What follows belongs to an exercise in optimizing a design on an open flow for small area and few clock cycles; a production flow would make more cautious choices. The RTL was checked by simulation tests, not by an equivalence proof against the original design. Power and IR drop assume default switching activity.

## the reference run
// byte_stream_tokenizer
module byte_stream_tokenizer (
  input  logic         clk_i,
  input  logic         rst_ni,
  input  logic         s_axis_tvalid,
  output logic         s_axis_tready,
  input  logic [7:0]   s_axis_tdata,
  output logic         m_axis_tvalid,
  input  logic         m_axis_tready,
  output logic [127:0] m_axis_tdata,
  output logic [4:0]   m_axis_tuser,
  output logic         m_axis_tlast
);
Settings: LEC_CHECK=0, ABC_AREA=1, CAP_MARGIN=20, CORE_MARGIN=2, CORE_UTILIZATION=40, SLEW_MARGIN=20; clock period 6.0 ns.
standard.sh (not shown) runs the stock make flow with config.mk's settings and CLKGATE_MAP_FILE= SYNTH_SCRIPT=/design/flow/synth_recipe.tcl, a recipe that flattens the netlist after the stock synthesis.
==> flow/flow/run.sh <==
#!/bin/bash
# Layout flow: the standard flow, with the port buffers made from the
# smallest buffer cell and a clock tree of smaller buffers without dummy loads.
set -e
export BUFFER_PORTS_ARGS="-buffer_cell sky130_fd_sc_hd__buf_1"
export CTS_ARGS="-sink_clustering_enable -repair_clock_nets -dont_use_dummy_load -buf_list sky130_fd_sc_hd__clkbuf_8"
bash standard.sh > standard.log 2>&1
Testbench counts of the reference run, summed over its fixed seeds: cycles 48,226.
Input-level comparison between the trial run and the reference run:
--- a/flow/design.v
+++ b/flow/design.v
@@ -59,45 +59,44 @@
   input  logic [7:0]   s_axis_tdata,
   output logic         m_axis_tvalid,
   input  logic         m_axis_tready,
   output logic [127:0] m_axis_tdata,
   output logic [4:0]   m_axis_tuser,
   output logic         m_axis_tlast
 );
   localparam logic [2:0] M_IDLE = 3'd0, M_WORD = 3'd1, M_NUM = 3'd2, M_STR = 3'd3,
                          M_OP = 3'd4, M_HALT = 3'd5;
   logic [2:0]  mode_q, mode_d;
-  logic        rep_q;                    
   logic [7:0]  pb_q;                     
   logic [23:0] so_q;                     
   logic [23:0] wl_q;                     
   logic [6:0]  vh_q;
   logic        sat_q, ddone_q;
   assign vh_q    = so_q[6:0];
   assign sat_q   = so_q[7];
   assign ddone_q = so_q[8];
   logic [19:0] sl_q, cl_q;
   logic [15:0] sc_q, cc_q;
   logic [23:0] co_q;
   logic [7:0]  c;
   logic        ev, fire, init_q, zap;
   logic        ibv_q;                    
   logic [7:0]  ib_q;
   logic        is_space, is_digit, is_alpha, is_wordch, is_single, is_opch, is_q, is_z, is_nl;
   logic        is_eq, pb_bang, b_class;
   logic        m_idle, m_word, m_num, m_str, m_op, m_halt;
   logic        word_end, num_end, str_z, str_q, str_cont, op_eq, op_bang, op_single;
   logic        tok_a, tok_b, run_idle, split, start, cons, clr, halt_set, num_acc;
-  assign ev   = rep_q || ibv_q;
-  assign c    = rep_q ? pb_q : ib_q;
+  assign ev   = ibv_q;
+  assign c    = ib_q;
   assign fire = ev && m_axis_tready && !init_q;
-  assign s_axis_tready = !ibv_q || (m_axis_tready && !rep_q && !init_q);
+  assign s_axis_tready = !ibv_q || (m_axis_tready && !init_q && !split);
   assign is_space  = (c == " ") || (c >= 8'd9 && c <= 8'd13);
   assign is_nl     = (c == 8'd10);
   assign is_digit  = (c >= "0") && (c <= "9");
   assign is_alpha  = (c >= "a" && c <= "z") || (c >= "A" && c <= "Z");
   assign is_wordch = is_alpha || is_digit || (c == "_");
   assign is_single = (c == "(") || (c == ")") || (c == ":");
   assign is_opch   = (c == "=") || (c == "!") || (c == "<") || (c == ">") ||
                      (c == "+") || (c == "-") || (c == "*") || (c == "/");
   assign is_q      = (c == "\"");
   assign is_z      = (c == 8'd0);
@@ -335,30 +334,30 @@
                           tok_a ? (op_bang ? 8'h21 : 8'h00) : (err_b ? c : 8'h00),
                           tok_a ? err_a : (err_b ? bst_pkg::ERR_SYMBOL : 2'd0),
                           sc_q,
                           sl_q,
                           offl_a ? wl_q : 24'd0,
                           offl_a ? so_q : 24'd0,
                           int_a & sat_q,
                           int_a ? val : {30'd0, true_a}};
   always_ff @(posedge clk_i or negedge rst_ni) begin
     if (!rst_ni) begin
-      mode_q <= M_IDLE; rep_q <= 1'b0; init_q <= 1'b1; ibv_q <= 1'b0;
+      mode_q <= M_IDLE; init_q <= 1'b1; ibv_q <= 1'b0;
     end else begin
       init_q <= 1'b0;
       if (s_axis_tvalid && s_axis_tready) begin
         ibv_q <= 1'b1;
-      end else if (fire && !rep_q) begin
+      end else if (fire && !split) begin
         ibv_q <= 1'b0;
       end
       if (fire) begin
-        mode_q <= mode_d; rep_q <= split;
+        mode_q <= mode_d;
       end
     end
   end
   logic so_track;
   assign so_track = init_q || (fire && !((start && is_alpha) || (m_word && is_wordch) || str_cont));
   always_ff @(posedge clk_i) begin
     if (s_axis_tvalid && s_axis_tready) begin
       ib_q <= s_axis_tdata;
     end
     cl_q <= cl_n; cc_q <= cc_n; co_q <= co_n;
Notes after the runs:
- Compared with the reference run, the trial run shows minimum clock period after layout lower by 0.31 ns.
- Delta (the trial run minus the reference run): via count of the first global-routing pass shows an increase of 0.37%, number of search-and-repair iterations in the first detailed-routing pass shows an increase of 2, worst setup slack before clock tree synthesis shows an increase of 0.37 ns, total length of routed wires shows a reduction of 6.0%, starting density of the core shows no meaningful change.
- Logic gate share of total power for the trial run: 13 points down relative to the reference run
- The non-clock buffer count number comes out higher for the reference run vs the trial run.
- The estimated power of the trial run ends up lower than the estimate for the reference run.
- Comparing the trial run and the reference run, share of flip-flops with an asynchronous set or reset after synthesis is lower on the trial run.
- The trial run finished every step from synthesis to the final layout, and the layout passed the timing, design-rule and antenna checks.
- Synthesized area divided by synthesized cell count went down by a few percent going from the reference run to the trial run.
Testbench counts of the trial run, summed over its fixed seeds: cycles 48,226.

afterwards: timing with drivers on the ports:
No port has a modelled driver above. Below, the same layouts with a new extraction and two added sets of constraints. Step 1 assumes that a clkbuf_16 drives the clock port and a buf_2 every other input. Step 2 also shifts input and output timing later by t, the mid clock arrival at the registers, as if the neighbouring blocks saw the same clock. Three values: ideal, step 1, step 2; two values: the first two.
run	t (ns)	setup WS [ns]	hold slack, ns	clock arrival spread, ns	worst data-port slew with drivers (ns)
the reference run	0.467	1.006 / 0.971 / 1.006	0.526 / 0.526 / 0.526	0.050 / 0.049	0.04
the trial run	0.473	1.319 / 1.319 / 1.319	0.530 / 0.530 / 0.530	0.039 / 0.039	0.03
After both steps every run listed still meets setup and hold.
